Source: an optimization exercise on an open RTL-to-GDS flow (aim: small area, a short achievable clock period and few clock cycles per item). Production flows keep margins and buffers that such runs may drop. RTL that was checked went through simulation tests only; none was proved equivalent to the original. Power and IR drop assume default switching activity.

==> inputs of v7 <==
==> flow/design.v (excerpt) <==
module closest_colour_pixel_tracker (
  input  wire         clk,
  input  wire         rst_n,
  input  wire         cfg_we,
  input  wire  [2:0]  cfg_idx,
  input  wire  [23:0] cfg_wdata,
  input  wire         in_valid,
  output wire         in_stall,
  input  wire  [47:0] in_data,
  output wire         out_valid,
  input  wire         out_stall,
  output wire  [68:0] out_data
);
Settings: LEC_CHECK=0, CAP_MARGIN=20, CORE_MARGIN=2, CORE_UTILIZATION=50, CTS_CLUSTER_DIAMETER=100, CTS_CLUSTER_SIZE=22, SETUP_SLACK_MARGIN=4.6, SLEW_MARGIN=20, SYNTH_HIERARCHICAL=1; clock period 7.5 ns.
standard.sh (not shown) runs the stock make flow with config.mk's settings and CLKGATE_MAP_FILE= SYNTH_SCRIPT=/design/flow/synth_recipe.tcl, a recipe that flattens the netlist after the stock synthesis.
==> flow/flow/run.sh <==
#!/bin/bash
# Layout flow: the standard flow (standard.sh), with the port buffers made of
# sky130_fd_sc_hd__buf_1 cells. The full make output goes to standard.log here.
set -euo pipefail
bash standard.sh "BUFFER_PORTS_ARGS=-buffer_cell sky130_fd_sc_hd__buf_1" finish > standard.log 2>&1
==> v9: changes against v7 <==
==> flow/flow/run.sh (replaced) <==
#!/bin/bash
# Layout flow: the standard flow (standard.sh), with the port buffers made of
# sky130_fd_sc_hd__buf_2 cells. The full make output goes to standard.log here.
set -euo pipefail
bash standard.sh "BUFFER_PORTS_ARGS=-buffer_cell sky130_fd_sc_hd__buf_2" finish > standard.log 2>&1
==> flow/config.mk (replaced) <==
export PLATFORM = sky130hd
export DESIGN_NAME = closest_colour_pixel_tracker
export DESIGN_NICKNAME = closest_colour_pixel_tracker
export VERILOG_FILES = /design/flow/design.v
export SDC_FILE = /design/flow/constraint.sdc
export NUM_CORES = 4
export LEC_CHECK = 0
export CAP_MARGIN = 20
export CORE_MARGIN = 2
export CORE_UTILIZATION = 40
export CTS_CLUSTER_DIAMETER = 100
export CTS_CLUSTER_SIZE = 25
export SETUP_SLACK_MARGIN = 4.5
export SLEW_MARGIN = 20
export SYNTH_HIERARCHICAL = 1
==> v17: changes against v7 <==
--- a/flow/design.v
+++ b/flow/design.v
@@ -1837,70 +1837,50 @@
     s3_d0 <= d0;
     s3_d1 <= d1;
     s3_d2 <= d2;
   end
   reg  [15:0] best0, best1, best2;
   reg  [21:0] pos0, pos1, pos2;
   reg         flag0, flag1, flag2;
+  wire [21:0] pos_in = s3_pos & {22{rst_n}};
   wire lt_best0 = (s3_d0 < {2'b00, best0});
   wire lt_rst0  = (s3_d0 < 18'd65025);
   wire lt0      = s3_first ? lt_rst0 : lt_best0;
   wire pres0    = (s3_d0 < thr_sq0);
   always @(posedge clk) begin
-    if (!rst_n) begin
-      best0 <= 16'd65025;
-      pos0  <= 22'd0;
-      flag0 <= 1'b0;
-    end else if (s3_v) begin
-      if (lt0) begin
-        best0 <= s3_d0[15:0];
-        pos0  <= s3_pos;
-      end else if (s3_first) begin
-        best0 <= 16'd65025;
-      end
-      flag0 <= (flag0 & ~s3_first) | pres0;
-    end
+    if (!rst_n || (s3_v && (lt0 || s3_first)))
+      best0 <= (rst_n && lt0) ? s3_d0[15:0] : 16'd65025;
+    if (!rst_n || (s3_v && lt0))
+      pos0  <= pos_in;
+    if (!rst_n || s3_v)
+      flag0 <= rst_n & ((flag0 & ~s3_first) | pres0);
   end
   wire lt_best1 = (s3_d1 < {2'b00, best1});
   wire lt_rst1  = (s3_d1 < 18'd65025);
   wire lt1      = s3_first ? lt_rst1 : lt_best1;
   wire pres1    = (s3_d1 < thr_sq1);
   always @(posedge clk) begin
-    if (!rst_n) begin
-      best1 <= 16'd65025;
-      pos1  <= 22'd0;
-      flag1 <= 1'b0;
-    end else if (s3_v) begin
-      if (lt1) begin
-        best1 <= s3_d1[15:0];
-        pos1  <= s3_pos;
-      end else if (s3_first) begin
-        best1 <= 16'd65025;
-      end
-      flag1 <= (flag1 & ~s3_first) | pres1;
-    end
+    if (!rst_n || (s3_v && (lt1 || s3_first)))
+      best1 <= (rst_n && lt1) ? s3_d1[15:0] : 16'd65025;
+    if (!rst_n || (s3_v && lt1))
+      pos1  <= pos_in;
+    if (!rst_n || s3_v)
+      flag1 <= rst_n & ((flag1 & ~s3_first) | pres1);
   end
   wire lt_best2 = (s3_d2 < {2'b00, best2});
   wire lt_rst2  = (s3_d2 < 18'd65025);
   wire lt2      = s3_first ? lt_rst2 : lt_best2;
   wire pres2    = (s3_d2 < thr_sq2);
   always @(posedge clk) begin
-    if (!rst_n) begin
-      best2 <= 16'd65025;
-      pos2  <= 22'd0;
-      flag2 <= 1'b0;
-    end else if (s3_v) begin
-      if (lt2) begin
-        best2 <= s3_d2[15:0];
-        pos2  <= s3_pos;
-      end else if (s3_first) begin
-        best2 <= 16'd65025;
-      end
-      flag2 <= (flag2 & ~s3_first) | pres2;
-    end
+    if (!rst_n || (s3_v && (lt2 || s3_first)))
+      best2 <= (rst_n && lt2) ? s3_d2[15:0] : 16'd65025;
+    if (!rst_n || (s3_v && lt2))
+      pos2  <= pos_in;
+    if (!rst_n || s3_v)
+      flag2 <= rst_n & ((flag2 & ~s3_first) | pres2);
   end
   always @(posedge clk) begin
     if (!rst_n)                out_valid_r <= 1'b0;
     else if (s3_v & s3_last)   out_valid_r <= 1'b1;
     else if (handover)         out_valid_r <= 1'b0;
   end
   assign out_valid = out_valid_r;
==> flow/flow/run.sh (replaced) <==
#!/bin/bash
# Layout flow: the standard flow (standard.sh), with the port buffers made of
# sky130_fd_sc_hd__buf_2 cells. The full make output goes to standard.log here.
set -euo pipefail
bash standard.sh "BUFFER_PORTS_ARGS=-buffer_cell sky130_fd_sc_hd__buf_2" finish > standard.log 2>&1
==> flow/config.mk (replaced) <==
export PLATFORM = sky130hd
export DESIGN_NAME = closest_colour_pixel_tracker
export DESIGN_NICKNAME = closest_colour_pixel_tracker
export VERILOG_FILES = /design/flow/design.v
export SDC_FILE = /design/flow/constraint.sdc
export NUM_CORES = 4
export LEC_CHECK = 0
export CAP_MARGIN = 20
export CORE_MARGIN = 2
export CORE_UTILIZATION = 40
export CTS_CLUSTER_DIAMETER = 100
export CTS_CLUSTER_SIZE = 25
export SETUP_SLACK_MARGIN = 4.5
export SLEW_MARGIN = 20
export SYNTH_HIERARCHICAL = 1
==> v32: changes against v7 <==
--- a/flow/design.v
+++ b/flow/design.v
@@ -1837,70 +1837,50 @@
     s3_d0 <= d0;
     s3_d1 <= d1;
     s3_d2 <= d2;
   end
   reg  [15:0] best0, best1, best2;
   reg  [21:0] pos0, pos1, pos2;
   reg         flag0, flag1, flag2;
+  wire [21:0] pos_in = s3_pos & {22{rst_n}};
   wire lt_best0 = (s3_d0 < {2'b00, best0});
   wire lt_rst0  = (s3_d0 < 18'd65025);
   wire lt0      = s3_first ? lt_rst0 : lt_best0;
   wire pres0    = (s3_d0 < thr_sq0);
   always @(posedge clk) begin
-    if (!rst_n) begin
-      best0 <= 16'd65025;
-      pos0  <= 22'd0;
-      flag0 <= 1'b0;
-    end else if (s3_v) begin
-      if (lt0) begin
-        best0 <= s3_d0[15:0];
-        pos0  <= s3_pos;
-      end else if (s3_first) begin
-        best0 <= 16'd65025;
-      end
-      flag0 <= (flag0 & ~s3_first) | pres0;
-    end
+    if (!rst_n || (s3_v && (lt0 || s3_first)))
+      best0 <= (rst_n && lt0) ? s3_d0[15:0] : 16'd65025;
+    if (!rst_n || (s3_v && lt0))
+      pos0  <= pos_in;
+    if (!rst_n || s3_v)
+      flag0 <= rst_n & ((flag0 & ~s3_first) | pres0);
   end
   wire lt_best1 = (s3_d1 < {2'b00, best1});
   wire lt_rst1  = (s3_d1 < 18'd65025);
   wire lt1      = s3_first ? lt_rst1 : lt_best1;
   wire pres1    = (s3_d1 < thr_sq1);
   always @(posedge clk) begin
-    if (!rst_n) begin
-      best1 <= 16'd65025;
-      pos1  <= 22'd0;
-      flag1 <= 1'b0;
-    end else if (s3_v) begin
-      if (lt1) begin
-        best1 <= s3_d1[15:0];
-        pos1  <= s3_pos;
-      end else if (s3_first) begin
-        best1 <= 16'd65025;
-      end
-      flag1 <= (flag1 & ~s3_first) | pres1;
-    end
+    if (!rst_n || (s3_v && (lt1 || s3_first)))
+      best1 <= (rst_n && lt1) ? s3_d1[15:0] : 16'd65025;
+    if (!rst_n || (s3_v && lt1))
+      pos1  <= pos_in;
+    if (!rst_n || s3_v)
+      flag1 <= rst_n & ((flag1 & ~s3_first) | pres1);
   end
   wire lt_best2 = (s3_d2 < {2'b00, best2});
   wire lt_rst2  = (s3_d2 < 18'd65025);
   wire lt2      = s3_first ? lt_rst2 : lt_best2;
   wire pres2    = (s3_d2 < thr_sq2);
   always @(posedge clk) begin
-    if (!rst_n) begin
-      best2 <= 16'd65025;
-      pos2  <= 22'd0;
-      flag2 <= 1'b0;
-    end else if (s3_v) begin
-      if (lt2) begin
-        best2 <= s3_d2[15:0];
-        pos2  <= s3_pos;
-      end else if (s3_first) begin
-        best2 <= 16'd65025;
-      end
-      flag2 <= (flag2 & ~s3_first) | pres2;
-    end
+    if (!rst_n || (s3_v && (lt2 || s3_first)))
+      best2 <= (rst_n && lt2) ? s3_d2[15:0] : 16'd65025;
+    if (!rst_n || (s3_v && lt2))
+      pos2  <= pos_in;
+    if (!rst_n || s3_v)
+      flag2 <= rst_n & ((flag2 & ~s3_first) | pres2);
   end
   always @(posedge clk) begin
     if (!rst_n)                out_valid_r <= 1'b0;
     else if (s3_v & s3_last)   out_valid_r <= 1'b1;
     else if (handover)         out_valid_r <= 1'b0;
   end
   assign out_valid = out_valid_r;
==> flow/run.sh (new file) <==
#!/bin/bash
# synth_recipe.tcl (not shown) runs the flow's synth.tcl, then flattens the netlist and writes it again
# the make line also repeats each setting of config.mk as NAME=value (left out here)
make -C /OpenROAD-flow-scripts/flow DESIGN_CONFIG=/design/flow/config.mk WORK_HOME=/design/flow/orfs CLKGATE_MAP_FILE= SYNTH_SCRIPT=/design/flow/synth_recipe.tcl finish
==> flow/config.mk (replaced) <==
export PLATFORM = sky130hd
export DESIGN_NAME = closest_colour_pixel_tracker
export DESIGN_NICKNAME = closest_colour_pixel_tracker
export VERILOG_FILES = /design/flow/design.v
export SDC_FILE = /design/flow/constraint.sdc
export NUM_CORES = 4
export LEC_CHECK = 0
export CAP_MARGIN = 20
export CORE_MARGIN = 2
export CORE_UTILIZATION = 40
export SETUP_SLACK_MARGIN = 4.5
export SLEW_MARGIN = 20
export SYNTH_HIERARCHICAL = 1
removed: flow/flow/run.sh
removed: flow/standard.sh
==> qor summary <==
                                                                                         v32                       v7                      v17                       v9
Outcome                                                              complete, no violations  complete, no violations  complete, no violations  complete, no violations
Routing usage on met1                                                                  23.9%                    29.0%                    23.8%                    23.9%
Global-route met3 utilization                                                          3.15%                    2.66%                    2.34%                    2.14%
Number of optimization iterations in the first detailed-route pass                         5                        5                        7                        6
Global routing usage summed across all routing layers                                  18.2%                    22.3%                    17.5%                    17.9%
Worst hold start                                                             s2_t1_0$_DFF_P_          s2_t0_1$_DFF_P_       s2_pos[19]$_DFF_P_          s2_t1_1$_DFF_P_
Violation count after the first detailed-route iteration                                 907                      812                      940                     1021
Number of logic stages on the critical path including buffering                            4                       11                       11                       11
Share of final-layout standard cells stronger than drive strength 1                    8.75%                    6.20%                    11.5%                    9.86%
Ratio of final minimum period to clock period                                          40.4%                    38.9%                    39.4%                    39.0%
Sequential cell area                                                               13400 µm²                12200 µm²                13400 µm²                12200 µm²
Number of unique standard cell types used by synthesis                                    61                       59                       61                       59
Mean instance size in the synthesized netlist                                       12.2 µm²                 11.4 µm²                 12.2 µm²                 11.4 µm²
Fraction of synthesized cell area in xor and xnor cells                                2.21%                    2.26%                    2.21%                    2.26%
Via count of the first global-routing pass                                             20800                    20900                    20200                    21500
Latest clock arrival within the worst-skew pair                                      0.63 ns                  0.57 ns                  0.63 ns                  0.63 ns
Worst-case register-to-register setup slack                                          4.58 ns                  4.58 ns                  4.54 ns                  4.58 ns
Area after detailed placement                                                      34200 µm²                33000 µm²                33400 µm²                33400 µm²
Sw Ratio                                                                               36.8%                    38.8%                    38.6%                    39.1%
# resized after CTS                                                                       99                       42                       14                       17
Portion of total power attributed to the clock network                                 24.3%                    15.3%                    15.2%                    13.9%
Req. time, crit path                                                                 8.00 ns                  7.98 ns                  8.02 ns                  8.01 ns
Chip Height                                                                           284 µm                   255 µm                   284 µm                   284 µm
Wl on met1                                                                           32.4 mm                  30.8 mm                  31.4 mm                  32.2 mm
HPWL reported at the end of detailed placement                                       55.2 mm                  55.0 mm                  54.8 mm                  56.5 mm
RSZ-0062 raised after global routing                                                     yes                      yes                      yes                       no
WL final                                                                             71.5 mm                  69.9 mm                  69.4 mm                  71.4 mm
Testbench counts of v7, summed over its fixed seeds: cycles 34,564, pixels 34,052.
Testbench counts of v9, summed over its fixed seeds: cycles 34,564, pixels 34,052.
Only the layout flow was run in v17 and v32; the RTL was not checked for function there.

what the ideal ports hide:
The flow's constraints put no driver on any port. The routed layouts listed below were extracted and timed again, unchanged, in two steps.
Step 1 assumes that a clkbuf_16 drives the clock port and a buf_2 every other input.
Step 2, shift: input delay + t, output delay - t, t = (earliest + latest rising clock arrival at the registers) / 2. This alone moves slack from input paths to output paths.
a / b / c = ideal ports / drivers / drivers and shift; a / b = the first two.
run	t, ns	setup WS [ns]	hold slack, ns	clock arrival spread, ns
v7	0.617	4.584 / 4.584 / 4.058	0.323 / 0.323 / 0.323	0.043 / 0.042
v9	0.673	4.576 / 4.576 / 4.017	0.313 / 0.313 / 0.313	0.039 / 0.039
v17	0.691	4.543 / 4.543 / 4.049	0.321 / 0.321 / 0.321	0.030 / 0.030
v32	0.674	4.469 / 4.491 / 3.832	0.294 / 0.294 / 0.294	0.053 / 0.053
After both steps setup and hold are still met in every run listed. For v32, which loses most, drivers alone change the setup slack by +0.022 ns; drivers and shift together by -0.637 ns.
